Background: an optimization exercise with open tools, aiming at a short achievable clock period. Do not read the settings as production practice. Where RTL was checked, it was by simulation tests only, not by an equivalence proof against the original. Power and IR drop assume default switching activity.

Design dmem_mmio, start of the top module:
module dmem_mmio #(
    parameter int          RAM_WORDS  = 64,
    parameter int          FIFO_DEPTH = 4,
    parameter logic [31:0] MMIO_BASE  = 32'hFFFF_0000
) (
    input  logic        clk,
    input  logic        reset,
    input  logic        memwrite,
    input  logic [31:0] addr,
    input  logic [31:0] writedata,
    output logic [31:0] readdata,
    output logic [7:0]  tx_data,
    output logic        tx_valid,
    input  logic        tx_ready,
    output logic        irq
);
For scale: ~4500 cells after synthesis, about 110 I/O pins, roughly 88000 µm² of cells after synthesis.
Settings: LEC_CHECK=0, ABC_CLOCK_PERIOD_IN_PS=1000, CAP_MARGIN=20, CORE_MARGIN=2, CORE_UTILIZATION=68, GPL_TIMING_DRIVEN=1, SETUP_SLACK_MARGIN=4.5, SLEW_MARGIN=20, SYNTH_HIERARCHICAL=1, SYNTH_MINIMUM_KEEP_SIZE=0, TNS_END_PERCENT=5; clock period 6.5 ns.
run.sh (not shown) runs the stock make flow with config.mk's settings and CLKGATE_MAP_FILE= SYNTH_SCRIPT=/design/flow/synth_recipe.tcl, a recipe that flattens the netlist after the stock synthesis.
Next try:
==> flow/flow/run.sh (new file) <==
#!/bin/bash
# Own flow: the standard layout (standard.sh, every step unchanged), with
# one extra step after placement: the readdata output buffers are moved next
# to the gates that drive them (flow/move_obuf.tcl), then legalized.
set -euo pipefail
bash standard.sh place > standard_place.log 2>&1
RES_DIR=$PWD/orfs/results/sky130hd/dmem_mmio/base openroad -no_init -exit flow/move_obuf.tcl > move_obuf.log 2>&1
bash standard.sh finish > standard_finish.log 2>&1
==> flow/flow/move_obuf.tcl (new file) <==
# Move each readdata output buffer from its pin to the cell that drives it,
# so the buffer (sized later by the flow's repair) drives the long wire to
# the pin instead of the small driving gate. Then legalize.
set res $::env(RES_DIR)
read_db $res/3_place.odb
set blk [ord::get_db_block]
set moved 0
foreach bt [$blk getBTerms] {
  if {![string match readdata* [$bt getName]]} { continue }
  set ob {}
  foreach it [[$bt getNet] getITerms] { set ob [$it getInst] }
  if {$ob eq {}} { continue }
  set drv {}
  foreach it [$ob getITerms] {
    if {[$it isInputSignal]} {
      foreach it2 [[$it getNet] getITerms] {
        if {[$it2 isOutputSignal]} { set drv [$it2 getInst] }
      }
    }
  }
  if {$drv eq {}} { continue }
  set b [$drv getBBox]
  $ob setLocation [$b xMin] [$b yMin]
  incr moved
}
puts "moved $moved output buffers"
detailed_placement
check_placement -verbose
write_db $res/3_place.odb
==> flow/standard.sh (new file) <==
#!/bin/bash
# synth_recipe.tcl (not shown) runs the flow's synth.tcl, then flattens the netlist and writes it again
# the make line also repeats each setting of config.mk as NAME=value (left out here)
make -C /OpenROAD-flow-scripts/flow DESIGN_CONFIG=/design/flow/config.mk WORK_HOME=/design/flow/orfs CLKGATE_MAP_FILE= SYNTH_SCRIPT=/design/flow/synth_recipe.tcl "${@:-finish}"
- CORE_UTILIZATION: 68 -> 60
removed: flow/run.sh
=> The new run finished with timing, DRC and antenna clean; hold slack loses 0.12 ns; clock-buffer cell count went up by 20; combinational power went down by a few percent; via count went down by a few percent; wire length went up slightly; total power went down slightly; design area went down slightly; first-iteration DRC count went down by a quarter to a third; die area went up by roughly a tenth; register-to-register slack gains 0.18 ns.
Next try:
--- a/flow/flow/run.sh
+++ b/flow/flow/run.sh
@@ -2,5 +2,6 @@
 # Own flow: the standard layout (standard.sh, every step unchanged), with
 # one extra step after placement: the readdata output buffers are moved next
-# to the gates that drive them (flow/move_obuf.tcl), then legalized.
+# to the gates that drive them, and the addr input buffers to the centre of
+# the cells they drive (flow/move_obuf.tcl), then legalized.
 set -euo pipefail
 bash standard.sh place > standard_place.log 2>&1
==> flow/flow/move_obuf.tcl (replaced) <==
# Move each readdata output buffer from its pin to the cell that drives it,
# so the buffer (sized later by the flow's repair) drives the long wire to
# the pin instead of the small driving gate; and move each addr input buffer
# to the centre of the cells it drives. Then legalize.
set res $::env(RES_DIR)
read_db $res/3_place.odb
set blk [ord::get_db_block]
set moved 0
foreach bt [$blk getBTerms] {
  set name [$bt getName]
  if {[string match readdata* $name]} {
    set ob {}
    foreach it [[$bt getNet] getITerms] { set ob [$it getInst] }
    if {$ob eq {}} { continue }
    set drv {}
    foreach it [$ob getITerms] {
      if {[$it isInputSignal]} {
        foreach it2 [[$it getNet] getITerms] {
          if {[$it2 isOutputSignal]} { set drv [$it2 getInst] }
        }
      }
    }
    if {$drv eq {}} { continue }
    set b [$drv getBBox]
    $ob setLocation [$b xMin] [$b yMin]
    incr moved
  } elseif {[string match addr* $name]} {
    set ib {}
    foreach it [[$bt getNet] getITerms] { set ib [$it getInst] }
    if {$ib eq {}} { continue }
    set sx 0; set sy 0; set n 0
    foreach it [$ib getITerms] {
      if {[$it isOutputSignal]} {
        foreach it2 [[$it getNet] getITerms] {
          if {[$it2 isInputSignal]} {
            set b [[$it2 getInst] getBBox]
            set sx [expr {$sx + [$b xMin]}]; set sy [expr {$sy + [$b yMin]}]; incr n
          }
        }
      }
    }
    if {$n == 0} { continue }
    $ib setLocation [expr {$sx / $n}] [expr {$sy / $n}]
    incr moved
  }
}
puts "moved $moved port buffers"
detailed_placement
check_placement -verbose
write_db $res/3_place.odb
=> The changed run ran to the end with no violations; setup slack is better by 0.016 ns; total power hardly moves; critical path depth went down by 2; global-route usage went up by 0.29 points; combinational power barely changes; register-to-register slack is better by 0.02 ns; clock power stays flat; first-iteration DRC count went up by a few percent; fmax went up slightly.
Next try:
==> flow/run.sh (new file) <==
#!/bin/bash
# synth_recipe.tcl (not shown) runs the flow's synth.tcl, then flattens the netlist and writes it again
# the make line also repeats each setting of config.mk as NAME=value (left out here)
make -C /OpenROAD-flow-scripts/flow DESIGN_CONFIG=/design/flow/config.mk WORK_HOME=/design/flow/orfs CLKGATE_MAP_FILE= SYNTH_SCRIPT=/design/flow/synth_recipe.tcl finish
removed: flow/flow/run.sh
removed: flow/flow/move_obuf.tcl
removed: flow/standard.sh
Effect: The new run produced a clean layout; clock-buffer cell count came out lower by 18; area after synthesis stays the same; final area came out higher by 0.85%; worst setup slack loses 0.13 ns; cell count came out higher by 1.1%; register-to-register slack is about the same; routed wire length hardly moves; combinational power barely changes; synthesized cell count is unchanged.

========
the previous run:
dmem_mmio, a different RTL version from the one above (not shown whole).
Size in the first run: ~4500 cells after synthesis, roughly 88000 um^2 of cells after synthesis.
clock: 6.5 ns
lec_check: 0
abc_clock_period_in_ps: 1000
cap_margin: 20
core_margin: 2
core_utilization: 60
gpl_timing_driven: 1
setup_slack_margin: 4.5
slew_margin: 20
synth_hierarchical: 1
synth_minimum_keep_size: 0
tns_end_percent: 5
standard.sh (not shown) runs the stock make flow with config.mk's settings and CLKGATE_MAP_FILE= SYNTH_SCRIPT=/design/flow/synth_recipe.tcl, a recipe that flattens the netlist after the stock synthesis.
==> flow/flow/run.sh <==
#!/bin/bash
# Own flow: the standard layout (standard.sh, every step unchanged) with
# the address pins constrained to the middle of the left edge (flow/io.tcl).
set -euo pipefail
bash standard.sh IO_CONSTRAINTS=$PWD/flow/io.tcl finish > standard.log 2>&1
==> flow/flow/io.tcl <==
# Pin constraints, sourced by the floorplan step (IO_CONSTRAINTS): the address
# pins that select the read word go to the middle of the left edge so no bit
# slice is more than about half a die height plus a die width from them.
set die [[ord::get_db_block] getDieArea]
set h [expr {[$die dy] / 1000.0}]
set lo [expr {round($h * 0.35)}]
set hi [expr {round($h * 0.65)}]
set names {}
for {set i 2} {$i < 32} {incr i} { lappend names "addr\[$i\]" }
set_io_pin_constraint -pin_names $names -region left:$lo-$hi
No stage failed in the previous run, and the final checks on the layout all came back clean.
Modified inputs, the current run compared to the previous run
==> flow/run.sh (new file) <==
#!/bin/bash
# synth_recipe.tcl (not shown) runs the flow's synth.tcl, then flattens the netlist and writes it again
# the make line also repeats each setting of config.mk as NAME=value (left out here)
make -C /OpenROAD-flow-scripts/flow DESIGN_CONFIG=/design/flow/config.mk WORK_HOME=/design/flow/orfs CLKGATE_MAP_FILE= SYNTH_SCRIPT=/design/flow/synth_recipe.tcl finish
removed: flow/flow/run.sh
removed: flow/flow/io.tcl
removed: flow/standard.sh
Notes after the runs:
- The flow did not stop early for the current run: all stages ran, and the layout cleared the timing, DRC and antenna checks.
- The number of non-clock buffers in the layout of the current run is higher than that of the previous run.
- For the previous run, the worst setup path startpoint was addr[5], unlike the current run, where it was addr[3].
- Compared with the previous run, in the current run proportion of cell area occupied by registers saw little to no change; HPWL after detailed placement shows an increase of about 2%; met1 usage in global routing now larger.
- Diff the current run..the previous run | number of buffer and inverter stages on the critical path | unchanged
- The higher count of filler cells inserted in the layout of the current run and the previous run is in the current run.
No run of this note included a check of the RTL's function; only the layout flow was run.

========
## north
dmem_mmio, a different RTL version from the one above (not shown whole).
Size in the first run: ~4200 cells after synthesis, about 110 I/O pins, roughly 0.083 mm^2 of cells after synthesis.
## dmem_mmio
module dmem_mmio #(
    parameter int          RAM_WORDS  = 64,
    parameter int          FIFO_DEPTH = 4,
    parameter logic [31:0] MMIO_BASE  = 32'hFFFF_0000
) (
    input  logic        clk,
    input  logic        reset,
    input  logic        memwrite,
    input  logic [31:0] addr,
    input  logic [31:0] writedata,
    output logic [31:0] readdata,
    output logic [7:0]  tx_data,
    output logic        tx_valid,
    input  logic        tx_ready,
    output logic        irq
);
make LEC_CHECK=0 CAP_MARGIN=20 CORE_MARGIN=2 CORE_UTILIZATION=40 SETUP_SLACK_MARGIN=0.2 SLEW_MARGIN=20 finish   # period 6.5 ns
run.sh (not shown) runs the stock make flow with config.mk's settings and CLKGATE_MAP_FILE= SYNTH_SCRIPT=/design/flow/synth_recipe.tcl, a recipe that flattens the netlist after the stock synthesis.
Stock flow here: none of the scripts above is used.
north has completed all stages; timing, DRC and antenna checks passed.
Here is what was changed in the inputs of south compared with north.
Settings: ABC_CLOCK_PERIOD_IN_PS: unset -> 3000; SETUP_SLACK_MARGIN: 0.2 -> 3.0.
Findings:
Cell with the largest stage delay on the worst path: sky130_fd_sc_hd__mux4_2 -> south, sky130_fd_sc_hd__clkdlybuf4s50_1 -> north
Compared with north, in south register area essentially unchanged, number of cells on the worst reg-to-reg path moved up, instance count after placement with tap cells included saw little to no change.
Per the comparison of south with north, worst setup slack went up by 1.01 ns, power went up by 1.2%.
When south is set beside north, its fmax turns out to be about 20% larger.

[what the ideal ports hide]
No port has a modelled driver above. Below, the same layouts with a new extraction and two added sets of constraints.
Step 1: set_driving_cell puts a clkbuf_16 on clk and a buf_2 on each other input, an assumption about the parent block.
Step 2 adds t to the input delays and takes it off the output delays; t is the mean of the earliest and latest rising clock arrival at the registers after step 1. Input paths then give back, and output paths get back, about the clock's delay inside the block.
a / b / c = ideal ports / drivers / drivers and shift; a / b = the first two.
run	t (ns)	setup WS [ns]	hold slack, ns	worst setup path at the end	worst data-port slew with drivers (ns)
the first run of note 1	0.919	1.806 / 1.081 / 1.081	0.412 / 0.349 / 0.537	input to output	0.86
the second run of note 1	0.937	1.950 / 1.514 / 1.514	0.295 / 0.236 / 0.507	input to output	0.60
the third run of note 1	0.935	1.966 / 1.471 / 1.471	0.296 / 0.239 / 0.507	input to output	0.65
the fourth run of note 1	0.944	1.839 / 1.271 / 1.271	0.296 / 0.234 / 0.508	input to output	0.69
the previous run	0.931	1.784 / 1.336 / 1.336	0.348 / 0.283 / 0.522	input to output	0.58
the current run	0.913	1.796 / 1.262 / 1.262	0.403 / 0.348 / 0.511	input to output	0.67
north	0.926	0.169 / 0.047 / 0.047	0.493 / 0.493 / 0.493	input to output	0.13
south	0.929	1.184 / 0.907 / 0.907	0.510 / 0.510 / 0.510	input to output	0.36
After both steps every run listed still meets setup and hold. For the first run of note 1, which loses most, drivers alone change the setup slack by -0.725 ns; drivers and shift together by -0.725 ns.
